Context: an optimization exercise on an open-source flow, tuned for small area, a short achievable clock period and few clock cycles. The choices shown serve that exercise and are no tape-out recipe.
Where RTL was checked, it was by simulation tests only, not by an equivalence proof against the original.
For runs 1, 4 and 5, only the layout was checked, not whether the RTL still works.
Power is estimated from default activity; no workload was simulated.

==> flow/design.v (outline; a module is shown in full before it is edited, if it fits) <==
// module mac_ctrl_fsm: 72 lines
// module mac_lane_multiplier: 3002 lines
// module mac_fa: 4 lines
// module mac_ha: 4 lines
// module mac_acc_csa: 758 lines
// module mac_accumulator: 128 lines
// module mac_top: 131 lines
module mac_top #(
  parameter int NR = 4       
) (
  input  logic         clk,
  input  logic         reset,
  input  logic         cmd_valid,
  output logic         cmd_ready,
  input  logic [11:0]  cmd,
  input  logic         beat_valid,
  output logic         beat_ready,
  input  logic [63:0]  beat,
  output logic         res_valid,
  input  logic         res_ready,
  output logic [127:0] res
);
  // ...
==> flow/run.sh <==
#!/bin/bash
# synth_recipe.tcl (not shown) runs the flow's synth.tcl, then flattens the netlist and writes it again
# the make line also repeats each setting of config.mk as NAME=value (left out here)
make -C /OpenROAD-flow-scripts/flow DESIGN_CONFIG=/design/flow/config.mk WORK_HOME=/design/flow/orfs CLKGATE_MAP_FILE= SYNTH_SCRIPT=/design/flow/synth_recipe.tcl finish
==> flow/config.mk <==
export PLATFORM = sky130hd
export DESIGN_NAME = mac_top
export DESIGN_NICKNAME = mac_top
export VERILOG_FILES = /design/flow/design.v
export SDC_FILE = /design/flow/constraint.sdc
export NUM_CORES = 4
export LEC_CHECK = 0
export CAP_MARGIN = 20
export CORE_MARGIN = 2
export CORE_UTILIZATION = 40
export SLEW_MARGIN = 20
export SYNTH_HIERARCHICAL = 1
==> flow/constraint.sdc <==
create_clock -name core_clock -period 12.5 [get_ports {clk}]
set_input_delay 2.5000 -clock core_clock [delete_from_list [all_inputs] [get_ports {clk}]]
set_output_delay 2.5000 -clock core_clock [all_outputs]
set_load 0.01 [all_outputs]
==> reports/results.ini, run 1 <==
[status]
status=finished clean

[run]
maxCapViolCount=0

[synthesis]
netlist_top_cells_count=588 x fa_1, 582 x dfxtp_1, 487 x a22oi_1
syn_avg_cell_area_um2=10.2
synth_compound_area_frac=0.151

[route]
num_vias=40125
drt-met1-wl_mm=77.4
post_drt_wl_per_cell_um=25.1

[layout]
largest_register_ffs=256
final_cells=7084
final_common_cell=fa_1
fill_cells=12971

[worst_setup_path]
path_depth=21
crit_chain=inv_1 > fa_1 > inv_1 > ha_1 > ha_1 > or4b_1 > nor2_1 > a21oi_1 > o22ai_1 > buf_4 > fa_1 > fa_1 > a211oi_1 > o31ai_1 > o21ai_0 > a21boi_0 > o221a_2 > nor2_1 > nor3_1 > xnor2_1 > a21oi_1

[sta]
setup_tns_ns=0
finalHoldViolations=0
worstMarginPinSlew_ns=1.12

[min_path]
min_from=r1_last
min_path_cells=0

[power_and_ir_drop]
p_sw_w=0.00579
powerDensity_mw_per_mm2=219
power_combinational_w=0.00713
swShare=0.441

[floorplan]
die_area_mm2=0.141
taps=1794

[place]
hpwl_mm=131

[global_routing]
grt_pass1_wl_mm=264
antenna_found_initial=12

[cts]
htreeDepth=3

==> module mac_accumulator, before the edit <==
module mac_accumulator #(
  parameter int NR = 4
) (
  input  logic           clk,
  input  logic           reset,
  input  logic           v,         
  input  logic           last,      
  input  logic           keep,      
  input  logic           sgn,       
  input  logic           single,
  input  logic           dual,
  input  logic           quad,
  input  logic [NR*64-1:0] rows,
  input  logic [3:0]     ob,
  output logic           res_valid,
  input  logic           res_ready,
  output logic [127:0]   res
);
  logic [63:0]  low, high;
  logic [63:0]  base;
  logic [3:0]   ft;          
  logic [63:0]  x, y;
  logic [2:0]   cc0, cc1, cc2, cc3;
  logic [66:0]  lo_x, lo_y;
  logic [67:0]  lo_sum;
  logic [63:0]  low_d;
  logic [3:0]   cpa;
  logic [3:0]   e;
  logic [2:0]   p_cc0, p_cc1, p_cc2, p_cc3;
  logic [3:0]   p_cpa, p_e;
  logic         acc_single, acc_dual, acc_quad;
  logic [3:0]   eb;          
  logic [3:0]   ci;          
  logic [3:0]   ech;
  logic [2:0]   cb;
  logic [66:0]  hi_x, hi_y;
  logic [67:0]  hi_sum;
  logic [63:0]  hp;
  logic         acc_done;
  logic         move;
  logic [127:0] unpacked;
  assign base = keep ? low : 64'd0;
  assign ft   = {1'b1, single, ~quad, single};
  mac_acc_csa u_csa (
    .base (base),
    .rows (rows),
    .cut  ({single, ~quad, single}),
    .x    (x),
    .y    (y),
    .cc0  (cc0),
    .cc1  (cc1),
    .cc2  (cc2),
    .cc3  (cc3)
  );
  assign lo_x   = {x[63:48], ~ft[2], x[47:32], ~ft[1], x[31:16], ~ft[0], x[15:0]};
  assign lo_y   = {y[63:48], 1'b0,   y[47:32], 1'b0,   y[31:16], 1'b0,   y[15:0]};
  assign lo_sum = {1'b0, lo_x} + {1'b0, lo_y};
  assign low_d  = {lo_sum[66:51], lo_sum[49:34], lo_sum[32:17], lo_sum[15:0]};
  assign cpa    = {lo_sum[67], lo_sum[50] & ft[2], lo_sum[33] & ft[1], lo_sum[16] & ft[0]};
  assign e      = {4{sgn}} & ~ob & ft;
  always_ff @(posedge clk) begin
    low   <= low_d;
    p_cc0 <= cc0;
    p_cc1 <= cc1;
    p_cc2 <= cc2;
    p_cc3 <= cc3;
    p_cpa <= cpa;
    p_e   <= e;
    if (v) begin
      acc_single <= single;
      acc_dual   <= dual;
      acc_quad   <= quad;
    end
  end
  always_comb begin
    logic [2:0] t;
    for (int k = 0; k < 4; k++) begin
      case (k)
        0: t = 3'(p_cc0[0]) + 3'(p_cc0[1]) + 3'(p_cc0[2]) + 3'(p_cpa[0]);
        1: t = 3'(p_cc1[0]) + 3'(p_cc1[1]) + 3'(p_cc1[2]) + 3'(p_cpa[1]);
        2: t = 3'(p_cc2[0]) + 3'(p_cc2[1]) + 3'(p_cc2[2]) + 3'(p_cpa[2]);
        default: t = 3'(p_cc3[0]) + 3'(p_cc3[1]) + 3'(p_cc3[2]) + 3'(p_cpa[3]);
      endcase
      eb[k] = p_e[k] & (t == 3'd0);
      ci[k] = p_e[k] ? (t == 3'd2) : (t == 3'd1);
    end
  end
  assign ech = acc_single ? eb
             : acc_dual   ? {eb[3], eb[3], eb[1], eb[1]}
             :              {4{eb[3]}};
  assign cb[0] = ci[1];
  assign cb[1] = acc_single ? ci[2] : ci[3];
  assign cb[2] = ci[3];
  assign hi_x = {high[63:48], acc_single ? cb[2] : 1'b1, high[47:32],
                 ~acc_quad ? cb[1] : 1'b1, high[31:16], acc_single ? cb[0] : 1'b1, high[15:0]};
  assign hi_y = {{16{ech[3]}}, acc_single & cb[2], {16{ech[2]}},
                 ~acc_quad & cb[1], {16{ech[1]}}, acc_single & cb[0], {16{ech[0]}}};
  assign hi_sum = {1'b0, hi_x} + {1'b0, hi_y}
                + 68'(acc_single ? ci[0] : acc_dual ? ci[1] : ci[3]);
  assign hp = {hi_sum[66:51], hi_sum[49:34], hi_sum[32:17], hi_sum[15:0]};
  always_ff @(posedge clk) begin
    high <= keep ? hp : 64'd0;
  end
  always_comb begin
    for (int m = 0; m < 8; m++) begin
      if (acc_single)
        unpacked[16*m +: 16] = (m % 2 == 0) ? low[16*(m/2) +: 16] : hp[16*(m/2) +: 16];
      else if (acc_dual)
        unpacked[16*m +: 16] = (m % 4 < 2) ? low[16*(2*(m/4) + m%4) +: 16]
                                           : hp[16*(2*(m/4) + m%4 - 2) +: 16];
      else
        unpacked[16*m +: 16] = (m < 4) ? low[16*m +: 16] : hp[16*(m-4) +: 16];
    end
  end
  assign move = acc_done & (~res_valid | res_ready);
  always_ff @(posedge clk) begin
    if (reset) begin
      acc_done  <= 1'b0;
      res_valid <= 1'b0;
    end else begin
      acc_done  <= (v & last) | (acc_done & ~move);
      res_valid <= move | (res_valid & ~res_ready);
    end
  end
  always_ff @(posedge clk) begin
    if (move) res <= unpacked;
  end
endmodule
==> module mac_top, before the edit <==
module mac_top #(
  parameter int NR = 4       
) (
  input  logic         clk,
  input  logic         reset,
  input  logic         cmd_valid,
  output logic         cmd_ready,
  input  logic [11:0]  cmd,
  input  logic         beat_valid,
  output logic         beat_ready,
  input  logic [63:0]  beat,
  output logic         res_valid,
  input  logic         res_ready,
  output logic [127:0] res
);
  logic        beat_fire, beat_first, beat_last;
  logic [3:0]  beat_cfg;
  logic        cfg_single, cfg_dual, cfg_quad;
  logic [31:0] r1_aD, r1_aH, r1_aX;
  logic [15:0] r1_one, r1_two, r1_neg;
  logic [3:0]  r1_uS;
  logic [1:0]  r1_uD;
  logic        r1_uQ;
  logic [15:0] bo_one, bo_two, bo_neg;
  logic        r1_v, r1_first, r1_last, r1_acc, r1_sgn, r1_single, r1_dual, r1_quad;
  logic [NR*64-1:0] m_rows, r2_rows;
  logic [3:0]  m_ob, r2_ob;
  logic        r2_v, r2_last, r2_keep, r2_sgn, r2_single, r2_dual, r2_quad;
  mac_ctrl_fsm u_ctrl (
    .clk        (clk),
    .reset      (reset),
    .cmd_valid  (cmd_valid),
    .cmd_ready  (cmd_ready),
    .cmd        (cmd),
    .beat_valid (beat_valid),
    .beat_ready (beat_ready),
    .res_fire   (res_valid & res_ready),
    .beat_fire  (beat_fire),
    .beat_first (beat_first),
    .beat_last  (beat_last),
    .beat_cfg   (beat_cfg)
  );
  assign cfg_dual   = (beat_cfg[1:0] == 2'b01);
  assign cfg_quad   = (beat_cfg[1:0] == 2'b10);
  assign cfg_single = ~(cfg_dual | cfg_quad);
  always_comb begin
    for (int k = 0; k < 16; k++) begin
      logic b2, b1, b0;
      b2 = beat[2*k+1];
      b1 = beat[2*k];
      if (k == 0)       b0 = 1'b0;
      else if (k == 8)  b0 = beat[15] & cfg_quad;
      else if (k % 4 == 0) b0 = beat[2*k-1] & ~cfg_single;
      else              b0 = beat[2*k-1];
      bo_one[k] = b1 ^ b0;
      bo_two[k] = (b2 & ~b1 & ~b0) | (~b2 & b1 & b0);
      bo_neg[k] = b2 & ~(b1 & b0);
    end
  end
  always_ff @(posedge clk) begin
    if (reset) r1_v <= 1'b0;
    else       r1_v <= beat_fire;
  end
  always_ff @(posedge clk) begin
    r1_aD     <= beat[63:32] & {32{beat_fire}};
    r1_aH     <= beat[63:32] & {32{beat_fire & ~cfg_single}};
    r1_aX     <= beat[63:32] & {32{beat_fire & cfg_quad}};
    r1_one    <= bo_one;
    r1_two    <= bo_two;
    r1_neg    <= bo_neg & {16{beat_fire}};
    r1_uS     <= {beat[31], beat[23], beat[15], beat[7]} & {4{beat_fire & ~beat_cfg[3] & cfg_single}};
    r1_uD     <= {beat[31], beat[15]} & {2{beat_fire & ~beat_cfg[3] & cfg_dual}};
    r1_uQ     <= beat[31] & beat_fire & ~beat_cfg[3] & cfg_quad;
    r1_first  <= beat_first;
    r1_last   <= beat_last;
    r1_acc    <= beat_cfg[2];
    r1_sgn    <= beat_fire & beat_cfg[3];
    r1_single <= cfg_single;
    r1_dual   <= cfg_dual;
    r1_quad   <= cfg_quad;
  end
  mac_lane_multiplier u_mult (
    .aD     (r1_aD),
    .aH     (r1_aH),
    .aX     (r1_aX),
    .one    (r1_one),
    .two    (r1_two),
    .neg    (r1_neg),
    .sgn    (r1_sgn),
    .single (r1_single),
    .dual   (r1_dual),
    .quad   (r1_quad),
    .uS     (r1_uS),
    .uD     (r1_uD),
    .uQ     (r1_uQ),
    .rows   (m_rows),
    .ob     (m_ob)
  );
  always_ff @(posedge clk) begin
    if (reset) r2_v <= 1'b0;
    else       r2_v <= r1_v;
  end
  always_ff @(posedge clk) begin
    r2_rows   <= m_rows;
    r2_ob     <= m_ob;
    r2_last   <= r1_last;
    r2_keep   <= ~(r1_v & (r1_first | ~r1_acc));
    r2_sgn    <= 1'b1;        
    r2_single <= r1_single;
    r2_dual   <= r1_dual;
    r2_quad   <= r1_quad;
  end
  mac_accumulator #(
    .NR (NR)
  ) u_acc (
    .clk       (clk),
    .reset     (reset),
    .v         (r2_v),
    .last      (r2_last),
    .keep      (r2_keep),
    .sgn       (r2_sgn),
    .single    (r2_single),
    .dual      (r2_dual),
    .quad      (r2_quad),
    .rows      (r2_rows),
    .ob        (r2_ob),
    .res_valid (res_valid),
    .res_ready (res_ready),
    .res       (res)
  );
endmodule
==> run 2: changes to the inputs <==
--- a/flow/design.v
+++ b/flow/design.v
@@ -72,34 +72,34 @@
 endmodule
 module mac_lane_multiplier (
   input  logic [31:0] aD,       
   input  logic [31:0] aH,       
   input  logic [31:0] aX,       
   input  logic [15:0] one,      
   input  logic [15:0] two,      
   input  logic [15:0] neg,      
+  input  logic [15:0] negH,     
+  input  logic [15:0] negX,     
   input  logic        sgn,
   input  logic        single,
   input  logic        dual,
   input  logic        quad,
   input  logic [3:0]  uS,       
   input  logic [1:0]  uD,
   input  logic [0:0]  uQ,
   output logic [4*64-1:0] rows,
   output logic [3:0]  ob       
 );
   logic nsingle, ndual_or_single;
-  logic [15:0] negD, negH, negX;
+  logic [15:0] negD;
   logic E7, E15, E23, E31;
   assign nsingle = ~single;
   assign ndual_or_single = ~quad;
   assign negD = neg;
-  assign negH = neg & {16{nsingle}};
-  assign negX = neg & {16{quad}};
   assign E7  = sgn & aD[7];
   assign E15 = sgn & aD[15];
   assign E23 = sgn & aD[23];
   assign E31 = sgn & aD[31];
   logic pp1;
   logic pp2;
   logic pp3;
   logic pp4;
@@ -3841,123 +3841,174 @@
 module mac_accumulator #(
   parameter int NR = 4
 ) (
   input  logic           clk,
   input  logic           reset,
   input  logic           v,         
   input  logic           last,      
   input  logic           keep,      
-  input  logic           sgn,       
-  input  logic           single,
+  input  logic           single,    
   input  logic           dual,
   input  logic           quad,
   input  logic [NR*64-1:0] rows,
   input  logic [3:0]     ob,
   output logic           res_valid,
   input  logic           res_ready,
   output logic [127:0]   res
 );
   logic [63:0]  low, high;
+  logic [3:1]   pl;          
   logic [63:0]  base;
+  logic [3:1]   plk;
   logic [3:0]   ft;          
   logic [63:0]  x, y;
   logic [2:0]   cc0, cc1, cc2, cc3;
-  logic [66:0]  lo_x, lo_y;
-  logic [67:0]  lo_sum;
   logic [63:0]  low_d;
-  logic [3:0]   cpa;
+  logic [3:0]   co;          
   logic [3:0]   e;
   logic [2:0]   p_cc0, p_cc1, p_cc2, p_cc3;
   logic [3:0]   p_cpa, p_e;
-  logic         acc_single, acc_dual, acc_quad;
-  logic [3:0]   eb;          
-  logic [3:0]   ci;          
-  logic [3:0]   ech;
-  logic [2:0]   cb;
-  logic [66:0]  hi_x, hi_y;
-  logic [67:0]  hi_sum;
-  logic [63:0]  hp;
+  logic         acc_single, acc_dual;
+  logic [3:0]   dm, dz, dp, dq;
+  logic [63:0]  h_m1, h_p1, h_p2, hp;
   logic         acc_done;
   logic         move;
   logic [127:0] unpacked;
   assign base = keep ? low : 64'd0;
+  assign plk  = keep ? pl : 3'd0;
   assign ft   = {1'b1, single, ~quad, single};
   mac_acc_csa u_csa (
     .base (base),
     .rows (rows),
     .cut  ({single, ~quad, single}),
     .x    (x),
     .y    (y),
     .cc0  (cc0),
     .cc1  (cc1),
     .cc2  (cc2),
     .cc3  (cc3)
   );
-  assign lo_x   = {x[63:48], ~ft[2], x[47:32], ~ft[1], x[31:16], ~ft[0], x[15:0]};
-  assign lo_y   = {y[63:48], 1'b0,   y[47:32], 1'b0,   y[31:16], 1'b0,   y[15:0]};
-  assign lo_sum = {1'b0, lo_x} + {1'b0, lo_y};
-  assign low_d  = {lo_sum[66:51], lo_sum[49:34], lo_sum[32:17], lo_sum[15:0]};
-  assign cpa    = {lo_sum[67], lo_sum[50] & ft[2], lo_sum[33] & ft[1], lo_sum[16] & ft[0]};
-  assign e      = {4{sgn}} & ~ob & ft;
+  always_comb begin
+    for (int c = 0; c < 4; c++) begin
+      logic [16:0] s;
+      s = {1'b0, x[16*c +: 16]} + {1'b0, y[16*c +: 16]} + 17'(c == 0 ? 1'b0 : plk[c]);
+      low_d[16*c +: 16] = s[15:0];
+      co[c] = s[16];
+    end
+  end
+  assign e = ~ob & ft;
   always_ff @(posedge clk) begin
     low   <= low_d;
+    pl    <= co[2:0] & ~ft[2:0];
     p_cc0 <= cc0;
     p_cc1 <= cc1;
     p_cc2 <= cc2;
     p_cc3 <= cc3;
-    p_cpa <= cpa;
+    p_cpa <= co & ft;
     p_e   <= e;
-    if (v) begin
-      acc_single <= single;
-      acc_dual   <= dual;
-      acc_quad   <= quad;
-    end
+    acc_single <= single;
+    acc_dual   <= dual;
   end
   always_comb begin
     logic [2:0] t;
     for (int k = 0; k < 4; k++) begin
       case (k)
         0: t = 3'(p_cc0[0]) + 3'(p_cc0[1]) + 3'(p_cc0[2]) + 3'(p_cpa[0]);
         1: t = 3'(p_cc1[0]) + 3'(p_cc1[1]) + 3'(p_cc1[2]) + 3'(p_cpa[1]);
         2: t = 3'(p_cc2[0]) + 3'(p_cc2[1]) + 3'(p_cc2[2]) + 3'(p_cpa[2]);
         default: t = 3'(p_cc3[0]) + 3'(p_cc3[1]) + 3'(p_cc3[2]) + 3'(p_cpa[3]);
       endcase
-      eb[k] = p_e[k] & (t == 3'd0);
-      ci[k] = p_e[k] ? (t == 3'd2) : (t == 3'd1);
+      dm[k] = p_e[k] & (t == 3'd0);
+      dp[k] = p_e[k] ? (t == 3'd2) : (t == 3'd1);
+      dq[k] = ~p_e[k] & (t == 3'd2);
+      dz[k] = ~(dm[k] | dp[k] | dq[k]);
+    end
+  end
+  function automatic integer fbot(input integer c, input logic sg, input logic du);
+    fbot = sg ? c : du ? (c & 2) : 0;
+  endfunction
+  function automatic integer ftop(input integer c, input logic sg, input logic du);
+    ftop = sg ? c : du ? (c | 1) : 3;
+  endfunction
+  logic [3:0] a1, a0, a2;         
+  logic [15:0] c_m1 [4], c_p1 [4], c_p2 [4];
+  always_comb begin
+    for (int c = 0; c < 4; c++) begin
+      a1[c]   = &high[16*c +: 16];
+      a0[c]   = ~|high[16*c +: 16];
+      a2[c]   = &high[16*c+1 +: 15];
+      c_m1[c] = high[16*c +: 16] - 16'd1;
+      c_p1[c] = high[16*c +: 16] + 16'd1;
+      c_p2[c] = high[16*c +: 16] + 16'd2;
+    end
+    for (int c = 0; c < 4; c++) begin
+      integer s;
+      logic lo1, lo0, lq1;        
+      s = fbot(c, acc_single, acc_dual);
+      lo1 = 1'b1;
+      lo0 = 1'b1;
+      lq1 = 1'b1;
+      for (int k = 0; k < 3; k++) begin
+        if (k >= s && k < c) begin
+          lo1 = lo1 & a1[k];
+          lo0 = lo0 & a0[k];
+          lq1 = lq1 & ((k == s) ? a2[k] : a1[k]);
+        end
+      end
+      h_m1[16*c +: 16] = lo0 ? c_m1[c] : high[16*c +: 16];
+      h_p1[16*c +: 16] = lo1 ? c_p1[c] : high[16*c +: 16];
+      h_p2[16*c +: 16] = (s == c) ? c_p2[c] : lq1 ? c_p1[c] : high[16*c +: 16];
+    end
+  end
+  always_comb begin
+    for (int c = 0; c < 4; c++) begin
+      integer f;
+      f = ftop(c, acc_single, acc_dual);
+      hp[16*c +: 16] = ({16{dm[f]}} & h_m1[16*c +: 16]) | ({16{dz[f]}} & high[16*c +: 16])
+                     | ({16{dp[f]}} & h_p1[16*c +: 16]) | ({16{dq[f]}} & h_p2[16*c +: 16]);
     end
   end
-  assign ech = acc_single ? eb
-             : acc_dual   ? {eb[3], eb[3], eb[1], eb[1]}
-             :              {4{eb[3]}};
-  assign cb[0] = ci[1];
-  assign cb[1] = acc_single ? ci[2] : ci[3];
-  assign cb[2] = ci[3];
-  assign hi_x = {high[63:48], acc_single ? cb[2] : 1'b1, high[47:32],
-                 ~acc_quad ? cb[1] : 1'b1, high[31:16], acc_single ? cb[0] : 1'b1, high[15:0]};
-  assign hi_y = {{16{ech[3]}}, acc_single & cb[2], {16{ech[2]}},
-                 ~acc_quad & cb[1], {16{ech[1]}}, acc_single & cb[0], {16{ech[0]}}};
-  assign hi_sum = {1'b0, hi_x} + {1'b0, hi_y}
-                + 68'(acc_single ? ci[0] : acc_dual ? ci[1] : ci[3]);
-  assign hp = {hi_sum[66:51], hi_sum[49:34], hi_sum[32:17], hi_sum[15:0]};
   always_ff @(posedge clk) begin
     high <= keep ? hp : 64'd0;
   end
+  logic [3:0]  ci;            
+  logic [3:0]  fc;            
+  logic [63:0] low_f, high_f;
+  logic [3:0]  em, ez, ep, eq;
+  always_comb begin
+    for (int c = 0; c < 4; c++) begin
+      if (fbot(c, acc_single, acc_dual) == c) ci[c] = 1'b0;
+      else ci[c] = pl[c] | (ci[c-1] & (&low[16*(c-1) +: 16]));
+      low_f[16*c +: 16] = ci[c] ? low[16*c +: 16] + 16'd1 : low[16*c +: 16];
+      fc[c] = (ftop(c, acc_single, acc_dual) == c) & ci[c] & (&low[16*c +: 16]);
+    end
+    em = dm & ~fc;
+    ez = (dz & ~fc) | (dm & fc);
+    ep = (dp & ~fc) | (dz & fc);
+    eq = dq | (dp & fc);
+    for (int c = 0; c < 4; c++) begin
+      integer f;
+      f = ftop(c, acc_single, acc_dual);
+      high_f[16*c +: 16] = ({16{em[f]}} & h_m1[16*c +: 16]) | ({16{ez[f]}} & high[16*c +: 16])
+                         | ({16{ep[f]}} & h_p1[16*c +: 16]) | ({16{eq[f]}} & h_p2[16*c +: 16]);
+    end
+  end
   always_comb begin
     for (int m = 0; m < 8; m++) begin
       if (acc_single)
-        unpacked[16*m +: 16] = (m % 2 == 0) ? low[16*(m/2) +: 16] : hp[16*(m/2) +: 16];
+        unpacked[16*m +: 16] = (m % 2 == 0) ? low_f[16*(m/2) +: 16] : high_f[16*(m/2) +: 16];
       else if (acc_dual)
-        unpacked[16*m +: 16] = (m % 4 < 2) ? low[16*(2*(m/4) + m%4) +: 16]
-                                           : hp[16*(2*(m/4) + m%4 - 2) +: 16];
+        unpacked[16*m +: 16] = (m % 4 < 2) ? low_f[16*(2*(m/4) + m%4) +: 16]
+                                           : high_f[16*(2*(m/4) + m%4 - 2) +: 16];
       else
-        unpacked[16*m +: 16] = (m < 4) ? low[16*m +: 16] : hp[16*(m-4) +: 16];
+        unpacked[16*m +: 16] = (m < 4) ? low_f[16*m +: 16] : high_f[16*(m-4) +: 16];
     end
   end
-  assign move = acc_done & (~res_valid | res_ready);
+  assign move = acc_done & ~res_valid;
   always_ff @(posedge clk) begin
     if (reset) begin
       acc_done  <= 1'b0;
       res_valid <= 1'b0;
     end else begin
       acc_done  <= (v & last) | (acc_done & ~move);
       res_valid <= move | (res_valid & ~res_ready);
     end
@@ -3980,25 +4031,25 @@
   output logic         res_valid,
   input  logic         res_ready,
   output logic [127:0] res
 );
   logic        beat_fire, beat_first, beat_last;
   logic [3:0]  beat_cfg;
   logic        cfg_single, cfg_dual, cfg_quad;
   logic [31:0] r1_aD, r1_aH, r1_aX;
-  logic [15:0] r1_one, r1_two, r1_neg;
+  logic [15:0] r1_one, r1_two, r1_neg, r1_negH, r1_negX;
   logic [3:0]  r1_uS;
   logic [1:0]  r1_uD;
   logic        r1_uQ;
   logic [15:0] bo_one, bo_two, bo_neg;
   logic        r1_v, r1_first, r1_last, r1_acc, r1_sgn, r1_single, r1_dual, r1_quad;
   logic [NR*64-1:0] m_rows, r2_rows;
   logic [3:0]  m_ob, r2_ob;
-  logic        r2_v, r2_last, r2_keep, r2_sgn, r2_single, r2_dual, r2_quad;
+  logic        r2_v, r2_last, r2_keep, r2_single, r2_dual, r2_quad;
   mac_ctrl_fsm u_ctrl (
     .clk        (clk),
     .reset      (reset),
     .cmd_valid  (cmd_valid),
     .cmd_ready  (cmd_ready),
     .cmd        (cmd),
     .beat_valid (beat_valid),
     .beat_ready (beat_ready),
@@ -4031,34 +4082,46 @@
   end
   always_ff @(posedge clk) begin
     r1_aD     <= beat[63:32] & {32{beat_fire}};
     r1_aH     <= beat[63:32] & {32{beat_fire & ~cfg_single}};
     r1_aX     <= beat[63:32] & {32{beat_fire & cfg_quad}};
     r1_one    <= bo_one;
     r1_two    <= bo_two;
     r1_neg    <= bo_neg & {16{beat_fire}};
+    r1_negH   <= bo_neg & {16{beat_fire & ~cfg_single}};
+    r1_negX   <= bo_neg & {16{beat_fire & cfg_quad}};
     r1_uS     <= {beat[31], beat[23], beat[15], beat[7]} & {4{beat_fire & ~beat_cfg[3] & cfg_single}};
     r1_uD     <= {beat[31], beat[15]} & {2{beat_fire & ~beat_cfg[3] & cfg_dual}};
     r1_uQ     <= beat[31] & beat_fire & ~beat_cfg[3] & cfg_quad;
     r1_first  <= beat_first;
     r1_last   <= beat_last;
     r1_acc    <= beat_cfg[2];
     r1_sgn    <= beat_fire & beat_cfg[3];
-    r1_single <= cfg_single;
-    r1_dual   <= cfg_dual;
-    r1_quad   <= cfg_quad;
+  end
+  always_ff @(posedge clk) begin
+    if (reset) begin
+      r1_single <= 1'b1;
+      r1_dual   <= 1'b0;
+      r1_quad   <= 1'b0;
+    end else if (beat_fire) begin
+      r1_single <= cfg_single;
+      r1_dual   <= cfg_dual;
+      r1_quad   <= cfg_quad;
+    end
   end
   mac_lane_multiplier u_mult (
     .aD     (r1_aD),
     .aH     (r1_aH),
     .aX     (r1_aX),
     .one    (r1_one),
     .two    (r1_two),
     .neg    (r1_neg),
+    .negH   (r1_negH),
+    .negX   (r1_negX),
     .sgn    (r1_sgn),
     .single (r1_single),
     .dual   (r1_dual),
     .quad   (r1_quad),
     .uS     (r1_uS),
     .uD     (r1_uD),
     .uQ     (r1_uQ),
     .rows   (m_rows),
@@ -4068,30 +4131,28 @@
     if (reset) r2_v <= 1'b0;
     else       r2_v <= r1_v;
   end
   always_ff @(posedge clk) begin
     r2_rows   <= m_rows;
     r2_ob     <= m_ob;
     r2_last   <= r1_last;
     r2_keep   <= ~(r1_v & (r1_first | ~r1_acc));
-    r2_sgn    <= 1'b1;        
     r2_single <= r1_single;
     r2_dual   <= r1_dual;
     r2_quad   <= r1_quad;
   end
   mac_accumulator #(
     .NR (NR)
   ) u_acc (
     .clk       (clk),
     .reset     (reset),
     .v         (r2_v),
     .last      (r2_last),
     .keep      (r2_keep),
-    .sgn       (r2_sgn),
     .single    (r2_single),
     .dual      (r2_dual),
     .quad      (r2_quad),
     .rows      (r2_rows),
     .ob        (r2_ob),
     .res_valid (res_valid),
     .res_ready (res_ready),
     .res       (res)
==> flow/flow/run.sh (new file) <==
#!/bin/bash
# Layout flow: the standard flow (standard.sh: ORFS synthesis, floorplan,
# placement, clock tree, routing and finish, all unchanged) with one change:
# its timing repair (after floorplan, after clock tree synthesis and after
# global routing) is asked for setup slack beyond what the 12.5 ns clock needs,
# so that it sizes and buffers the design for a shorter achieved period.
# The clock period, the SDC, the synthesis, the port buffers, the clock tree
# and the power grid are the standard flow's.  make's whole output goes to
# flow.log here; each ORFS step also keeps its own log under orfs/logs/.
set -euo pipefail
export SETUP_SLACK_MARGIN=8.2
bash standard.sh > flow.log 2>&1
==> flow/standard.sh (new file) <==
#!/bin/bash
# synth_recipe.tcl (not shown) runs the flow's synth.tcl, then flattens the netlist and writes it again
# the make line also repeats each setting of config.mk as NAME=value (left out here)
make -C /OpenROAD-flow-scripts/flow DESIGN_CONFIG=/design/flow/config.mk WORK_HOME=/design/flow/orfs CLKGATE_MAP_FILE= SYNTH_SCRIPT=/design/flow/synth_recipe.tcl "${@:-finish}"
removed: flow/run.sh
==> run 2 against run 1 <==
  * Sequential power grew 9.0%
  * Count of clock-buffer cells in the layout is 10 higher
  * Clock power grew 13%
  * Sequential share of layout area shrank 1.7 points
  * Register-to-register slack gained 2.1 ns
  * Flip-flop and latch count is 34 higher
  * Clock skew decreased by 0.026 ns
  * Critical path type unchanged
  * Largest power group unchanged
  * Highest routed layer is now met4
==> reports/results.ini, run 2 <==
[route]
dr.pass1.iters=9  ; was 7
remaining_drc_errors=0  ; unchanged
post_drt_wl_per_cell_um=26.6  ; was 25.1 um
final_antenna_net_count=0  ; unchanged
wl_mm=216  ; was 178 mm
drt-initial-drc-count=5671  ; was 4036
num_vias=47560  ; was 40.1k
viasPerCell=5.87  ; was 5.66

[layout]
top_regs=r2_rows: 256 flops, u_acc.res: 128 flops  ; unchanged
largest_register_ffs=256  ; unchanged
final_common_cell=dfxtp_1  ; was fa_1
drive_above_1_share=0.0942  ; was 0.0679
top_register=r2_rows  ; unchanged
final_cells=8097  ; was 7084
final_cell_mix=603 x dfxtp_1, 577 x fa_1, 524 x a22oi_1, 511 x xor2_1, 374 x inv_1  ; was 588 x fa_1, 566 x dfxtp_1, 487 x a22oi_1, 429 x xnor2_1, 344 x inv_1
area_growth_pct=10.9  ; was 8.50%
finalNetCount=6838  ; was 6086

[floorplan]
die_h_um=392  ; was 376 um
start_util=0.402  ; was 0.403
die_w_um=392  ; was 376 um
ios=212  ; unchanged
fp-row-count=142  ; was 136
die_area_mm2=0.153  ; was 0.141 mm2
core_mm2=0.150  ; was 0.137 mm2

[worst_setup_path]
end_kind=flop  ; unchanged
worstPathArrival_ns=5.16  ; was 7.05 ns
path_class=reg2reg  ; unchanged
rr_worst_depth=17  ; was 21
critPathLaunchType=flop  ; unchanged
crit_required_ns=13.14  ; was 12.96 ns
crit_fanout=2  ; was 17

[sta]
whs_ns=0.328  ; was 0.331 ns
fin_crit_ns=4.52  ; was 6.58 ns
final-max-slew-violation-count=0  ; unchanged
setup_viol=0  ; unchanged
min_period_over_period=0.362  ; was 0.527
fin_skew_ns=0.0476  ; was 0.0733 ns
finalHoldViolations=0  ; unchanged
max_slew_margin=0.204  ; was 0.256
worstMarginPinSlew_ns=1.19  ; was 1.12 ns
fmax_mhz=221  ; was 152 MHz
rsz0062_at_grt=yes  ; was no
setup_tns_ns=0  ; unchanged

[place]
dp_cells=7863  ; was 6925
gp_congestion=0.937  ; was 0.958
hpwl_mm=155  ; was 131 mm
port_buffers=211  ; unchanged

[synthesis]
synth_fa_ha_area_frac=0.231  ; was 0.258
syn_area_mm2=0.0601  ; was 0.0553 mm2
syn_avg_cell_area_um2=9.72  ; was 10.2 um2
yosys.area_share.simple=0.120  ; was 0.0977
synth_top_family_by_area=adder cells  ; unchanged
synth_xor_area_frac=0.108  ; was 0.102
async_reset_ff_frac=0  ; unchanged
synthMuxAreaShare=0.00989  ; was 0.0154
yosys.cell_types.count=123  ; was 98
netlist_top_cells_count=619 x dfxtp_1, 592 x fa_1, 524 x a22oi_1  ; was 588 x fa_1, 582 x dfxtp_1, 487 x a22oi_1
synth.top_cell.area_share=0.206  ; was 0.213
synth_compound_area_frac=0.165  ; was 0.151
yosys_warnings=15  ; was 9
yosys.area.top_type=dfxtp_1  ; was fa_1
synthFlopType=dfxtp_1  ; unchanged
yosysMostFrequentCell=dfxtp_1  ; was fa_1
synthCells=6187  ; was 5431
synth.area.top_cells=dfxtp_1 21%, fa_1 20%, edfxtp_1 7.6%  ; was fa_1 21%, dfxtp_1 21%, edfxtp_1 8.4%
ys_ff_latch=771  ; was 737
ys_seq_area_frac=0.282  ; was 0.295
synth_edf_count=152  ; was 155

[cts]
cts.sinks=771  ; was 737
cts_root_buf=clkbuf_16  ; unchanged
clk_latency_ns=0.74  ; was 0.75 ns
cts_tree=built  ; unchanged
htreeDepth=3  ; unchanged
cts-buffers-inserted=91  ; was 85
cts_hold_buf=0  ; unchanged
path_clk_slew_ns=0.07  ; was 0.06 ns
clockBufferDepth=3  ; unchanged

[power_and_ir_drop]
ir_worst_vdd_uv=119  ; was 133 uV
leakage_nw=24.2  ; was 22.5 nW
powerDensity_mw_per_mm2=214  ; was 219 mW/mm2

[status]
status=finished clean  ; unchanged

[global_routing]
track_usage=0.277  ; was 0.248
grt_pass1_wl_mm=317  ; was 264 mm
grt_start_max_net_pins=78  ; was 86
antenna_found_initial=3  ; was 12
grt_pass1_vias=47526  ; was 40.3k
grt_overflow_total=0  ; unchanged

[run]
maxCapViolCount=0  ; unchanged

[min_path]
hp-class=reg2reg  ; unchanged
min_path_cells=0  ; unchanged

run 2: routing by layer:
| layer | vias up | global-route usage | share of wire |
|---|---|---|---|
| met5 | - | 0 | 0 |
| met4 | 0 | 0.115 | 0.047 |
| met3 | 507 | 0.0564 | 0.089 |
| met2 | 2694 | 0.434 | 0.45 |
| met1 | 23637 | 0.372 | 0.42 |
| li1 | 20722 | - | - |
run 2: critical path, cell delays in order (launching register included):
cell and delay [ns]:
dfxtp_2 0.32, fa_1 0.56, fa_1 0.45, fa_1 0.52, inv_2 0.04, fa_2 0.38
inv_2 0.08, fa_2 0.22, a21o_1 0.15, a21oi_2 0.08, o21ai_2 0.20, a211oi_2 0.12
o31a_1 0.35, a211o_1 0.32, o21bai_1 0.20, a21oi_2 0.11, o21a_1 0.19, nor3_1 0.13
run 2: kinds of logic after synthesis:
group | after synthesis
compound gates | 1399
flops | 771
buf+inv | 1072
fa+ha+maj | 753
other cells | 2
xor+xnor | 739
mux | 58
simple gates | 1393
run 2: layout make-up:
cell class                      instances  area (um2)
Multi-Input combinational cell       4357       38800
Sequential cell                       771       17000
Clock inverter                         48         666
Antenna cell                            1        2.50
Fill cell                           14437       82900
Inverter                              387        1460
Tap cell                             2016        2520
Timing Repair Buffer                  397        3700
Clock buffer                          120        2600
run 2: power by group:
group	switching [W]	internal, W
registers	0.000680	0.00310
logic	0.00455	0.00306
clock network	0.00120	0.00168
run 2: per-stage QoR:
| step | worst slack (ns) | utilization | area (um2) | power, W |
|---|---|---|---|---|
| after floorplan | 8.22 | - | 60200 | 0.00910 |
| after global placement | 6.91 | 0.415 | 62100 | 0.0107 |
| after detailed placement | 6.91 | 0.415 | 62100 | 0.0108 |
| after CTS | 8.05 | 0.442 | 66100 | 0.0140 |
| after global routing | 7.87 | 0.446 | 66700 | 0.0152 |
| final | 7.98 | 0.446 | 66700 | 0.0143 |
run 2: modules after synthesis, one instance, submodules excluded, excerpt:
module | flip-flops and latches | cells
mac_top | 457 | 728
mac_ha | 0 | 1
mac_fa | 0 | 1
mac_lane_multiplier | 0 | 2078
mac_ctrl_fsm | 31 | 145
mac_acc_csa | 0 | 158
run 2: path summary, 6_finish.rpt:
check | from | endpoint | slack [ns]
worst min register to register | r2_dual | u_acc.acc_dual | 0.33
worst max register to register | r2_rows[144] | u_acc.pl[2] | 7.98
worst min-delay path | r2_dual | u_acc.acc_dual | 0.33
worst max-delay path | r2_rows[144] | u_acc.pl[2] | 7.98
run 2: repair_timing:
| action | 4_1_cts | 5_1_grt |
|---|---|---|
| gates cloned | 4 | 1 |
| endpoints found under the setup margin | 135 | 105 |
| buffers inserted | 33 | 27 |
| resized for setup | 101 | 68 |
| pin swaps | 42 | 40 |
Testbench counts of run 2, summed over its fixed seeds: cycles 16,047.
==> run 3: changes to the inputs <==
==> flow/run.sh (new file) <==
#!/bin/bash
# synth_recipe.tcl (not shown) runs the flow's synth.tcl, then flattens the netlist and writes it again
# the make line also repeats each setting of config.mk as NAME=value (left out here)
make -C /OpenROAD-flow-scripts/flow DESIGN_CONFIG=/design/flow/config.mk WORK_HOME=/design/flow/orfs CLKGATE_MAP_FILE= SYNTH_SCRIPT=/design/flow/synth_recipe.tcl finish
removed: flow/flow/run.sh
removed: flow/standard.sh
==> run 3 against run 2 <==
  * Sequential power fell by 2%
  * First-iteration DRC count fell by 9.8%
  * Wire length fell by 1.4%
  * Non-clock buffer count fell by 60
  * Register-to-register slack got worse by 0.75 ns
  * Largest cell class unchanged
==> reports/results.ini, run 3 <==
[status]
status=finished clean  ; unchanged

[cts]
cts_tree=built  ; unchanged
cts_hold_buf=0  ; unchanged
cts-buffers-inserted=91  ; unchanged
clk_latency_ns=0.73  ; was 0.74 ns
clockBufferDepth=3  ; unchanged
cts.sinks=771  ; unchanged
cts_root_buf=clkbuf_16  ; unchanged
cts_setup_buffers=0  ; was 33
path_clk_slew_ns=0.06  ; was 0.07 ns
cts_resized=0  ; was 101
htreeDepth=3  ; unchanged

[floorplan]
core_mm2=0.150  ; unchanged
start_util=0.402  ; unchanged
die_w_um=392  ; unchanged
die_area_mm2=0.153  ; unchanged
die_h_um=392  ; unchanged
ios=212  ; unchanged
fp-row-count=142  ; unchanged

[power_and_ir_drop]
leakage_nw=23.5  ; was 24.2 nW
ir_worst_vdd_uv=174  ; was 119 uV
p_sw_w=0.00624  ; was 0.00643 W
power_frac_comb=0.526  ; was 0.534
powerDensity_mw_per_mm2=210  ; was 214 mW/mm2
clkPwrFrac=0.203  ; was 0.202
swShare=0.455  ; was 0.451
finalPower_w=0.0137  ; was 0.0143 W
pwr-share-seq=0.271  ; was 0.265
internal_power_w=0.00747  ; was 0.00784 W

[route]
wl_mm=213  ; was 216 mm
dr.pass1.iters=6  ; was 9
num_vias=47286  ; was 47.6k
post_drt_wl_per_cell_um=26.5  ; was 26.6 um
remaining_drc_errors=0  ; unchanged
final_antenna_net_count=0  ; unchanged
drt-initial-drc-count=5116  ; was 5671
viasPerCell=5.88  ; was 5.87

[synthesis]
synth.top_cell.area_share=0.206  ; unchanged
ys_ff_latch=771  ; unchanged
netlist_top_cells_count=619 x dfxtp_1, 592 x fa_1, 524 x a22oi_1  ; unchanged
yosysMostFrequentCell=dfxtp_1  ; unchanged
yosys.area.top_type=dfxtp_1  ; unchanged
ys_seq_area_frac=0.282  ; unchanged
synthFlopType=dfxtp_1  ; unchanged
synth.area.top_cells=dfxtp_1 21%, fa_1 20%, edfxtp_1 7.6%  ; unchanged
synth_edf_count=152  ; unchanged
yosys.cell_types.count=123  ; unchanged
synthCells=6187  ; unchanged
syn_avg_cell_area_um2=9.72  ; unchanged
yosys_warnings=15  ; unchanged
async_reset_ff_frac=0  ; unchanged
syn_area_mm2=0.0601  ; unchanged

[sta]
finalHoldViolations=0  ; unchanged
setup_viol=0  ; unchanged
setup_tns_ns=0  ; unchanged
max_slew_margin=0.219  ; was 0.204
rsz0062_at_grt=no  ; was yes
fin_skew_ns=0.0299  ; was 0.0476 ns
whs_ns=0.325  ; was 0.328 ns
final-max-slew-violation-count=0  ; unchanged
min_period_over_period=0.422  ; was 0.362
fmax_mhz=190  ; was 221 MHz
worstMarginPinSlew_ns=1.16  ; was 1.19 ns
fin_crit_ns=5.27  ; was 4.52 ns

[place]
hpwl_mm=155  ; about the same
gp_congestion=0.950  ; was 0.937
port_buffers=211  ; unchanged

[worst_setup_path]
crit_required_ns=13.09  ; was 13.14 ns
critPathLaunchType=flop  ; unchanged
worstPathArrival_ns=5.87  ; was 5.16 ns
path_class=reg2reg  ; unchanged
end_kind=flop  ; unchanged
crit_fanout=65  ; was 2

[layout]
drive_above_1_share=0.0679  ; was 0.0942
top_register=r2_rows  ; unchanged
final_common_cell=dfxtp_1  ; unchanged
final_cell_mix=603 x dfxtp_1, 592 x fa_1, 524 x a22oi_1, 511 x xor2_1, 379 x inv_1  ; was 603 x dfxtp_1, 577 x fa_1, 524 x a22oi_1, 511 x xor2_1, 374 x inv_1
area_growth_pct=8.72  ; was 10.9%
finalNetCount=6778  ; was 6838
fill_cells=14501  ; was 14.4k
largest_register_ffs=256  ; unchanged
top_regs=r2_rows: 256 flops, u_acc.res: 128 flops  ; unchanged

[global_routing]
grt_pass1_vias=47016  ; was 47.5k
track_usage=0.274  ; was 0.277
grt_overflow_total=0  ; unchanged
grt_pass1_wl_mm=314  ; was 317 mm
antenna_found_initial=4  ; was 3
grt_start_max_net_pins=114  ; was 78

[min_path]
hp-class=reg2reg  ; unchanged

[run]
maxCapViolCount=0  ; unchanged

[run 3: cell counts after synthesis]
No cell type changed its count.
[run 3: final timing paths]
path | cells after the start | start | slack, ns | end
worst max-delay path | 18 | r2_keep | 7.23 | u_acc.pl[2]
worst min-delay path | 0 | r1_last | 0.33 | r2_last
worst max register to register | 18 | r2_keep | 7.23 | u_acc.pl[2]
worst min register to register | 0 | r1_last | 0.33 | r2_last
[run 3: area by class of cell]
| cell class | instances | area, um2 | area share |
|---|---|---|---|
| Clock inverter | 50 | 589 | 0.00902 |
| Sequential cell | 771 | 17000 | 0.260 |
| Inverter | 387 | 1460 | 0.0223 |
| Timing Repair Buffer | 337 | 3080 | 0.0471 |
| Multi-Input combinational cell | 4357 | 38200 | 0.584 |
| Tap cell | 2016 | 2520 | 0.0386 |
| Clock buffer | 120 | 2570 | 0.0393 |
| Antenna cell | 2 | 5.00 | 0.0000766 |
[run 3: kinds of logic after synthesis]
kind of cell / share of synthesized area
compound gates: 0.165
xor+xnor: 0.108
fa+ha+maj: 0.231
buf+inv: 0.0847
flops: 0.282
mux: 0.00989
other cells: 0.000125
simple gates: 0.120
[run 3: power by group through the flow]
stage / clock [W] / sequential, W / combinational (W)
6_report: 0.00279 / 0.00371 / 0.00721
3_5_place_dp: 0 / 0.00375 / 0.00706
2_1_floorplan: 0 / 0.00336 / 0.00573
4_1_cts: 0.00284 / 0.00370 / 0.00710
5_1_grt: 0.00294 / 0.00376 / 0.00792
3_3_place_gp: 0 / 0.00375 / 0.00699
[run 3: per-module statistics from Yosys, one instance, submodules excluded, excerpt]
module	cell area, um2	copies in the design
mac_top	10800	1
mac_ha	12.5	3
mac_ctrl_fsm	1690	1
mac_lane_multiplier	13900	1
mac_acc_csa	1160	1
mac_fa	20.0	581
[run 3: worst max-delay path: stages, from the launching register on]
cell and delay (ns):
dfxtp_4 0.82, and2_1 0.26, fa_1 0.44, fa_1 0.42, nor2b_1 0.15, inv_1 0.12, fa_1 0.23, inv_1 0.06
fa_1 0.41, a21o_1 0.19, a21oi_1 0.21, o21ai_0 0.21, a211oi_1 0.38, o31a_1 0.23, a211o_1 0.20, o21bai_1 0.08
a21oi_1 0.43, o21a_1 0.19, nor3_1 0.05
[run 3: per-layer routing]
metal | up-vias | global-route usage | wire, um | share of wire
met5 | - | 0 | 37 | 0.00017
met4 | 6 | 0.115 | 10000 | 0.047
met3 | 540 | 0.0648 | 20300 | 0.095
met2 | 2581 | 0.431 | 95700 | 0.45
met1 | 23573 | 0.360 | 86700 | 0.41
li1 | 20586 | - | - | -
[run 3: stage by stage]
step | area (um2) | cells | util | worst slack (ns)
6_report | 65400 | 8040 | 0.437 | 7.23
4_1_cts | 65300 | 8037 | 0.437 | 7.26
5_1_grt | 65300 | 8038 | 0.437 | 7.01
2_1_floorplan | 60200 | 6200 | - | 5.86
3_5_place_dp | 62200 | 7867 | 0.416 | 7.31
3_3_place_gp | 62200 | 7867 | 0.416 | 7.32
==> run 4: changes to the inputs <==
--- a/flow/design.v
+++ b/flow/design.v
@@ -3888,11 +3888,12 @@
     .cc3  (cc3)
   );
-  always_comb begin
-    for (int c = 0; c < 4; c++) begin
-      logic [16:0] s;
-      s = {1'b0, x[16*c +: 16]} + {1'b0, y[16*c +: 16]} + 17'(c == 0 ? 1'b0 : plk[c]);
-      low_d[16*c +: 16] = s[15:0];
-      co[c] = s[16];
-    end
+  for (genvar c = 0; c < 4; c++) begin : g_add
+    mac_add16 u_add (
+      .a  (x[16*c +: 16]),
+      .b  (y[16*c +: 16]),
+      .ci (c == 0 ? 1'b0 : plk[c]),
+      .s  (low_d[16*c +: 16]),
+      .co (co[c])
+    );
   end
   assign e = ~ob & ft;
@@ -3910,15 +3911,21 @@
   end
   always_comb begin
-    logic [2:0] t;
+    logic [NR-1:0] b;
+    logic any, two;
     for (int k = 0; k < 4; k++) begin
       case (k)
-        0: t = 3'(p_cc0[0]) + 3'(p_cc0[1]) + 3'(p_cc0[2]) + 3'(p_cpa[0]);
-        1: t = 3'(p_cc1[0]) + 3'(p_cc1[1]) + 3'(p_cc1[2]) + 3'(p_cpa[1]);
-        2: t = 3'(p_cc2[0]) + 3'(p_cc2[1]) + 3'(p_cc2[2]) + 3'(p_cpa[2]);
-        default: t = 3'(p_cc3[0]) + 3'(p_cc3[1]) + 3'(p_cc3[2]) + 3'(p_cpa[3]);
+        0: b = {p_cc0, p_cpa[0]};
+        1: b = {p_cc1, p_cpa[1]};
+        2: b = {p_cc2, p_cpa[2]};
+        default: b = {p_cc3, p_cpa[3]};
       endcase
-      dm[k] = p_e[k] & (t == 3'd0);
-      dp[k] = p_e[k] ? (t == 3'd2) : (t == 3'd1);
-      dq[k] = ~p_e[k] & (t == 3'd2);
+      any = |b;
+      two = 1'b0;
+      for (int i = 0; i < NR; i++)
+        for (int j = i + 1; j < NR; j++)
+          two = two | (b[i] & b[j]);
+      dm[k] = p_e[k] & ~any;
+      dp[k] = p_e[k] ? two : (any & ~two);
+      dq[k] = ~p_e[k] & two;
       dz[k] = ~(dm[k] | dp[k] | dq[k]);
     end
@@ -3932,14 +3939,17 @@
   logic [3:0] a1, a0, a2;         
   logic [15:0] c_m1 [4], c_p1 [4], c_p2 [4];
+  for (genvar c = 0; c < 4; c++) begin : g_step
+    mac_step16 u_step (
+      .h  (high[16*c +: 16]),
+      .m1 (c_m1[c]),
+      .p1 (c_p1[c]),
+      .p2 (c_p2[c]),
+      .a1 (a1[c]),
+      .a0 (a0[c]),
+      .a2 (a2[c])
+    );
+  end
   always_comb begin
     for (int c = 0; c < 4; c++) begin
-      a1[c]   = &high[16*c +: 16];
-      a0[c]   = ~|high[16*c +: 16];
-      a2[c]   = &high[16*c+1 +: 15];
-      c_m1[c] = high[16*c +: 16] - 16'd1;
-      c_p1[c] = high[16*c +: 16] + 16'd1;
-      c_p2[c] = high[16*c +: 16] + 16'd2;
-    end
-    for (int c = 0; c < 4; c++) begin
       integer s;
       logic lo1, lo0, lq1;        
@@ -3975,10 +3985,19 @@
   logic [63:0] low_f, high_f;
   logic [3:0]  em, ez, ep, eq;
+  logic [15:0] l_p1 [4];
+  logic [3:0]  la1;           
+  for (genvar c = 0; c < 4; c++) begin : g_linc
+    mac_inc16 u_inc (
+      .h  (low[16*c +: 16]),
+      .p1 (l_p1[c]),
+      .a1 (la1[c])
+    );
+  end
   always_comb begin
     for (int c = 0; c < 4; c++) begin
       if (fbot(c, acc_single, acc_dual) == c) ci[c] = 1'b0;
-      else ci[c] = pl[c] | (ci[c-1] & (&low[16*(c-1) +: 16]));
-      low_f[16*c +: 16] = ci[c] ? low[16*c +: 16] + 16'd1 : low[16*c +: 16];
-      fc[c] = (ftop(c, acc_single, acc_dual) == c) & ci[c] & (&low[16*c +: 16]);
+      else ci[c] = pl[c] | (ci[c-1] & la1[c-1]);
+      low_f[16*c +: 16] = ci[c] ? l_p1[c] : low[16*c +: 16];
+      fc[c] = (ftop(c, acc_single, acc_dual) == c) & ci[c] & la1[c];
     end
     em = dm & ~fc;
@@ -4018,4 +4037,37 @@
   end
 endmodule
+module mac_add16 (
+  input  logic [15:0] a,
+  input  logic [15:0] b,
+  input  logic        ci,
+  output logic [15:0] s,
+  output logic        co
+);
+  assign {co, s} = {1'b0, a} + {1'b0, b} + 17'(ci);
+endmodule
+module mac_step16 (
+  input  logic [15:0] h,
+  output logic [15:0] m1,
+  output logic [15:0] p1,
+  output logic [15:0] p2,
+  output logic        a1,      
+  output logic        a0,      
+  output logic        a2       
+);
+  assign m1 = h - 16'd1;
+  assign p1 = h + 16'd1;
+  assign p2 = h + 16'd2;
+  assign a1 = &h;
+  assign a0 = ~|h;
+  assign a2 = &h[15:1];
+endmodule
+module mac_inc16 (
+  input  logic [15:0] h,
+  output logic [15:0] p1,
+  output logic        a1       
+);
+  assign p1 = h + 16'd1;
+  assign a1 = &h;
+endmodule
 module mac_top #(
   parameter int NR = 4       
==> run 4 against run 3 <==
  * Critical endpoint is now u_acc.p_cpa[3]
  * Critical path depth down 4
  * Highest routed layer unchanged
  * Hold slack better by 0.0012 ns
  * Die area up 2.7%
==> reports/results.ini, run 4 <==
[layout]
area_growth_pct=8.14  ; was 8.72%
top_regs=r2_rows: 256 flops, u_acc.res: 128 flops  ; unchanged
finalNetCount=6803  ; was 6778
fill_cells=14655  ; was 14.5k
drive_above_1_share=0.0732  ; was 0.0679
largest_register_ffs=256  ; unchanged
final_cell_mix=605 x dfxtp_1, 589 x fa_1, 553 x xor2_1, 506 x a22oi_1, 351 x inv_1  ; was 603 x dfxtp_1, 592 x fa_1, 524 x a22oi_1, 511 x xor2_1, 379 x inv_1
final_common_cell=dfxtp_1  ; unchanged
utilization=0.435  ; was 0.437
top_register=r2_rows  ; unchanged

[global_routing]
grt_pass1_wl_mm=305  ; was 314 mm
grt_overflow_total=0  ; unchanged
track_usage=0.253  ; was 0.274
grt_start_max_net_pins=113  ; was 114
grt_pass1_vias=46925  ; was 47.0k
antenna_found_initial=15  ; was 4

[cts]
cts_tree=built  ; unchanged
cts_hold_buf=0  ; unchanged
htreeDepth=3  ; unchanged
path_clk_slew_ns=0.06  ; about the same
cts_setup_buffers=0  ; unchanged
cts_resized=0  ; unchanged
cts.sinks=771  ; unchanged
cts_root_buf=clkbuf_16  ; unchanged
clk_latency_ns=0.74  ; was 0.73 ns
cts-buffers-inserted=90  ; was 91
clockBufferDepth=3  ; unchanged

[power_and_ir_drop]
powerDensity_mw_per_mm2=198  ; was 210 mW/mm2
ir_worst_vdd_uv=184  ; was 174 uV
leakage_nw=24.0  ; was 23.5 nW

[synthesis]
syn_area_mm2=0.0618  ; was 0.0601 mm2
yosys_warnings=19  ; was 15
synthCells=6302  ; was 6187
syn_avg_cell_area_um2=9.80  ; was 9.72 um2

[sta]
fin_crit_ns=5.21  ; was 5.27 ns
final-max-slew-violation-count=0  ; unchanged
min_period_over_period=0.417  ; was 0.422
finalWorstSetupSlack_ns=7.29  ; was 7.23 ns
fmax_mhz=192  ; was 190 MHz
fin_skew_ns=0.0475  ; was 0.0299 ns
setup_viol=0  ; unchanged
worstMarginPinSlew_ns=1.21  ; was 1.16 ns
finalHoldViolations=0  ; unchanged
max_slew_margin=0.189  ; was 0.219
setup_tns_ns=0  ; unchanged
rsz0062_at_grt=no  ; unchanged

[worst_setup_path]
worstPathArrival_ns=5.82  ; was 5.87 ns
crit_fanout=69  ; was 65
crit_path_max_incr_delay_ns=0.63  ; was 0.82 ns
crit_chain=buf_4 > buf_4 > and2_1 > fa_1 > fa_1 > nor2b_1 > fa_1 > fa_1 > a21oi_2 > o21ai_2 > a21oi_2 > o221ai_2 > a221o_1 > a21o_1  ; was and2_1 > fa_1 > fa_1 > nor2b_1 > inv_1 > fa_1 > inv_1 > fa_1 > a21o_1 > a21oi_1 > o21ai_0 > a211oi_1 > o31a_1 > a211o_1 > o21bai_1 > a21oi_1 > o21a_1 > nor3_1
end_kind=flop  ; unchanged
crit_required_ns=13.11  ; was 13.09 ns
crit_top_cell=fa_1  ; unchanged
critPathLaunchType=flop  ; unchanged
crit_slowest_cell=buf_4  ; was dfxtp_4
cp_num_buf_inv=2  ; unchanged
path_class=reg2reg  ; unchanged
cp_top_family=adder cells  ; was compound AO/OA/AOI/OAI gates

[floorplan]
start_util=0.402  ; about the same
core_mm2=0.154  ; was 0.150 mm2
ios=212  ; unchanged
die_area_mm2=0.158  ; was 0.153 mm2
die_w_um=397  ; was 392 um
fp-row-count=144  ; was 142
die_h_um=397  ; was 392 um

[route]
remaining_drc_errors=0  ; unchanged
final_antenna_net_count=0  ; unchanged
post_drt_wl_per_cell_um=25.1  ; was 26.5 um
wl_mm=203  ; was 213 mm
top_layer_used=met5  ; unchanged
dr_wl_met2_mm=86.6  ; was 95.7 mm
viasPerCell=5.85  ; was 5.88
drt-met1-wl_mm=87.1  ; was 86.7 mm
num_vias=47451  ; was 47.3k
dr.pass1.iters=8  ; was 6
drt-initial-drc-count=5821  ; was 5116
wl_met3_mm=21.0  ; was 20.3 mm

[run]
maxCapViolCount=0  ; unchanged

[place]
gp_congestion=0.926  ; was 0.950
port_buffers=211  ; unchanged
place_ws_ns=7.31  ; about the same
hpwl_mm=145  ; was 155 mm

[min_path]
hp-class=reg2reg  ; unchanged

[status]
status=finished clean  ; unchanged

==> run 4: path summary, 6_finish.rpt <==
check | start | to | slack, ns | depth (start not counted)
worst min-delay path | r2_dual | u_acc.acc_dual | 0.33 | 0
worst max register to register | r2_keep | u_acc.p_cpa[3] | 7.29 | 14
worst max-delay path | r2_keep | u_acc.p_cpa[3] | 7.29 | 14
worst min register to register | r2_dual | u_acc.acc_dual | 0.33 | 0
==> run 4: metal layers <==
layer / global-route usage / up-vias
li1: - / 20887
met1: 0.352 / 23363
met2: 0.375 / 2669
met3: 0.0650 / 512
met4: 0.0948 / 20
met5: 0 / -
==> run 4: cell type report <==
cell class | count | area (um2) | area share
tap | 2044 | 2560 | 0.0383
antenna | 2 | 5.00 | 0.0000749
clock inverter | 57 | 778 | 0.0117
clock buffer | 112 | 2550 | 0.0382
timing repair buffer | 314 | 2900 | 0.0434
inverter | 358 | 1350 | 0.0202
multi-input combinational | 4450 | 39700 | 0.594
sequential | 771 | 17000 | 0.254
==> run 4: power by group <==
part | total, W | switching [W] | internal (W)
Clock | 0.00295 | 0.00119 | 0.00176
Sequential | 0.00385 | 0.000780 | 0.00307
Combinational | 0.00643 | 0.00370 | 0.00272
==> run 4: metrics by stage <==
stage	power [W]	hold slack (ns)	area, um2	cells
after floorplan	0.00898	0.310	61800	6315
after global placement	0.0101	0.311	63400	7936
after detailed placement	0.0102	0.315	63400	7936
after CTS	0.0132	0.329	66800	8105
after global routing	0.0141	0.332	66800	8107
final	0.0132	0.327	66800	8108
==> run 5: changes to the inputs <==
==> flow/flow/run.sh (new file) <==
#!/bin/bash
# Layout flow: the standard flow (standard.sh: ORFS synthesis, floorplan,
# placement, clock tree, routing and finish, all unchanged) with one change:
# its timing repair (after floorplan, after clock tree synthesis and after
# global routing) is asked for setup slack beyond what the 12.5 ns clock needs,
# so that it sizes and buffers the design for a shorter achieved period.
# The clock period, the SDC, the synthesis, the port buffers, the clock tree
# and the power grid are the standard flow's.  make's whole output goes to
# flow.log here; each ORFS step also keeps its own log under orfs/logs/.
set -euo pipefail
export SETUP_SLACK_MARGIN=8.2
bash standard.sh > flow.log 2>&1
==> flow/standard.sh (new file) <==
#!/bin/bash
# synth_recipe.tcl (not shown) runs the flow's synth.tcl, then flattens the netlist and writes it again
# the make line also repeats each setting of config.mk as NAME=value (left out here)
make -C /OpenROAD-flow-scripts/flow DESIGN_CONFIG=/design/flow/config.mk WORK_HOME=/design/flow/orfs CLKGATE_MAP_FILE= SYNTH_SCRIPT=/design/flow/synth_recipe.tcl "${@:-finish}"
removed: flow/run.sh
==> run 5 against run 4 <==
  * Still clean
  * Count of clock-buffer cells in the layout increased by 12
  * Flip-flop and latch count unchanged
  * Final cell count increased by 0.39%
  * Via count decreased by 0.36%
  * Clock power down 7.5%
  * First-iteration DRC count fell by 11%
  * Die area unchanged
  * Clock skew increased by 0.0072 ns
  * Cell area increased by 0.74%
  * Critical path depth is 4 lower
  * Power increased by 0.70%
  * Maximum frequency increased by 21%
  * Critical path type unchanged
  * Critical endpoint is now r2_ob[0]
  * Highest routed layer unchanged
==> reports/results.ini, run 5 <==
[power_and_ir_drop]
powerDensity_mw_per_mm2=198  ; about the same
finalPower_w=0.0133  ; was 0.0132 W
ir_worst_vdd_uv=138  ; was 184 uV
leakage_nw=24.2  ; was 24.0 nW

[sta]
setup_tns_ns=0  ; unchanged
final-max-slew-violation-count=0  ; unchanged
worstMarginPinSlew_ns=1.21  ; about the same
setup_viol=0  ; unchanged
min_period_over_period=0.344  ; was 0.417
finalHoldViolations=0  ; unchanged
fmax_mhz=233  ; was 192 MHz
max_slew_margin=0.188  ; was 0.189
fin_skew_ns=0.0547  ; was 0.0475 ns
fin_crit_ns=4.30  ; was 5.21 ns
rsz0062_at_grt=yes  ; was no

[layout]
final_common_cell=dfxtp_1  ; unchanged
area_growth_pct=8.94  ; was 8.14%
drive_above_1_share=0.0820  ; was 0.0732
largest_register_ffs=256  ; unchanged
finalNetCount=6839  ; was 6803
top_register=r2_rows  ; unchanged
stdcell_area_mm2=0.0673  ; was 0.0668 mm2
top_regs=r2_rows: 256 flops, u_acc.res: 128 flops  ; unchanged
final_cell_mix=602 x dfxtp_1, 584 x fa_1, 553 x xor2_1, 506 x a22oi_1, 351 x inv_1  ; was 605 x dfxtp_1, 589 x fa_1, 553 x xor2_1, 506 x a22oi_1, 351 x inv_1

[worst_setup_path]
crit_required_ns=13.03  ; was 13.11 ns
critPathLaunchType=flop  ; unchanged
cp_num_buf_inv=3  ; was 2
crit_slowest_cell=nand2_1  ; was buf_4
crit_top_cell=fa_1  ; unchanged
crit_path_max_incr_delay_ns=0.70  ; was 0.63 ns
worstPathArrival_ns=4.83  ; was 5.82 ns
end_kind=flop  ; unchanged
path_class=reg2reg  ; unchanged
crit_chain=buf_4 > inv_2 > nand2_1 > a21o_1 > ha_1 > inv_1 > fa_1 > fa_1 > and4b_1 > a31oi_1  ; was buf_4 > buf_4 > and2_1 > fa_1 > fa_1 > nor2b_1 > fa_1 > fa_1 > a21oi_2 > o21ai_2 > a21oi_2 > o221ai_2 > a221o_1 > a21o_1
crit_fanout=57  ; was 69
cp_top_family=adder cells  ; unchanged

[floorplan]
die_w_um=397  ; unchanged
fp-row-count=144  ; unchanged
die_area_mm2=0.158  ; unchanged
start_util=0.402  ; unchanged
core_mm2=0.154  ; unchanged
die_h_um=397  ; unchanged
ios=212  ; unchanged

[route]
dr.pass1.iters=7  ; was 8
drt-met1-wl_mm=88.3  ; was 87.1 mm
viasPerCell=5.81  ; was 5.85
top_layer_used=met5  ; unchanged
final_antenna_net_count=0  ; unchanged
drt-initial-drc-count=5171  ; was 5821
post_drt_wl_per_cell_um=25.2  ; was 25.1 um
wl_mm=205  ; was 203 mm
remaining_drc_errors=0  ; unchanged
dr_wl_met2_mm=87.5  ; was 86.6 mm
wl_met3_mm=20.5  ; was 21.0 mm
num_vias=47279  ; was 47.5k

[place]
port_buffers=211  ; unchanged
place_area_mm2=0.0635  ; was 0.0634 mm2
hpwl_mm=146  ; was 145 mm
gp_congestion=0.925  ; was 0.926

[cts]
path_clk_slew_ns=0.06  ; about the same
cts-buffers-inserted=89  ; was 90
cts.sinks=771  ; unchanged
cts_root_buf=clkbuf_16  ; unchanged
clk_latency_ns=0.74  ; about the same
cts_tree=built  ; unchanged
clockBufferDepth=3  ; unchanged
htreeDepth=3  ; unchanged

[global_routing]
grt_pass1_vias=46635  ; was 46.9k
track_usage=0.254  ; was 0.253
grt_start_max_net_pins=78  ; was 113
grt_overflow_total=0  ; unchanged
grt_pass1_wl_mm=306  ; was 305 mm
antenna_found_initial=15  ; unchanged

[synthesis]
yosys_warnings=19  ; unchanged
synthCells=6302  ; unchanged
syn_area_mm2=0.0618  ; unchanged
syn_avg_cell_area_um2=9.80  ; unchanged

[min_path]
hp-class=reg2reg  ; unchanged

[status]
status=finished clean  ; unchanged

[run]
maxCapViolCount=0  ; unchanged

==> run 5: per-layer routing <==
metal | global-route usage | vias to the layer above
met5 | 0 | -
met4 | 0.0935 | 20
met3 | 0.0655 | 525
met2 | 0.377 | 2536
met1 | 0.355 | 23255
li1 | - | 20943
==> run 5: power by group <==
| part | internal (W) | switching (W) | leakage (nW) |
|---|---|---|---|
| Clock | 0.00158 | 0.00115 | 1.49 |
| Combinational | 0.00287 | 0.00389 | 16.2 |
| Sequential | 0.00307 | 0.000751 | 6.48 |
==> run 5: cell type report <==
class,count,area [um2]
Sequential cell,771,17000
Timing Repair Buffer,351,3280
Clock inverter,40,500
Antenna cell,2,5.00
Multi-Input combinational cell,4450,40000
Tap cell,2044,2560
Fill cell,14634,86400
Clock buffer,124,2550
Inverter,358,1350
==> run 5: worst paths after layout <==
path              cells after the start              to  slack, ns  startpoint
setup / recovery                     10        r2_ob[0]       8.20     r1_quad
hold / removal                        0  u_acc.acc_dual       0.33     r2_dual
setup reg to reg                     10        r2_ob[0]       8.20     r1_quad
hold reg to reg                       0  u_acc.acc_dual       0.33     r2_dual
==> run 5: worst reg2reg max path, cell delays in order, from the launching register on <==
cell	delay, ns
dfxtp_2	0.32
buf_4	0.55
inv_2	0.44
nand2_1	0.71
a21o_1	0.24
ha_1	0.15
inv_1	0.05
fa_1	0.48
fa_1	0.44
and4b_1	0.21
a31oi_1	0.54
==> run 5: through the flow <==
stage	hold slack, ns	worst slack [ns]	instances	utilization
2_1_floorplan	0.310	8.28	6315	-
3_3_place_gp	0.311	7.61	7940	0.413
3_5_place_dp	0.312	7.60	7940	0.413
4_1_cts	0.321	8.20	8112	0.435
5_1_grt	0.305	8.14	8139	0.438
6_report	0.326	8.20	8140	0.438
==> run 5: timing repair <==
action | in CTS | in global routing
hold buffers | 0 | 0
resized for setup | 36 | 32
pin swaps | 0 | 12
setup buffers | 8 | 26
setup endpoints to repair | 98 | 128

-- static timing again, ports no longer ideal --
The results above use ideal ports. As a check the final layouts listed here were re-extracted and re-timed, cells and wires unchanged. Step 1 (the two cells are an assumption about what drives the block):
set clk [get_ports {clk}]
set_driving_cell -lib_cell sky130_fd_sc_hd__clkbuf_16 $clk
set_driving_cell -lib_cell sky130_fd_sc_hd__buf_2 [delete_from_list [all_inputs] $clk]
Step 2, shift: input delay + t, output delay - t, t = (earliest + latest rising clock arrival at the registers) / 2. This alone moves slack from input paths to output paths. a / b / c = ideal / step 1 / step 2; a / b = the first two.
| run | t (ns) | slack for setup (ns) | worst register clock-pin slew, ns |
|---|---|---|---|
| run 1 | 0.787 | 5.918 / 5.918 / 5.918 | 0.08 / 0.08 |
| run 2 | 0.800 | 7.980 / 7.980 / 7.736 | 0.07 / 0.07 |
| run 3 | 0.796 | 7.226 / 7.226 / 7.226 | 0.07 / 0.07 |
| run 4 | 0.793 | 7.288 / 7.288 / 7.288 | 0.08 / 0.08 |
| run 5 | 0.788 | 8.200 / 8.200 / 7.578 | 0.08 / 0.08 |
After both steps every run listed still meets setup and hold. The setup slack of run 5, which loses most, moves by 0.000 ns with the drivers and by -0.622 ns with both steps.
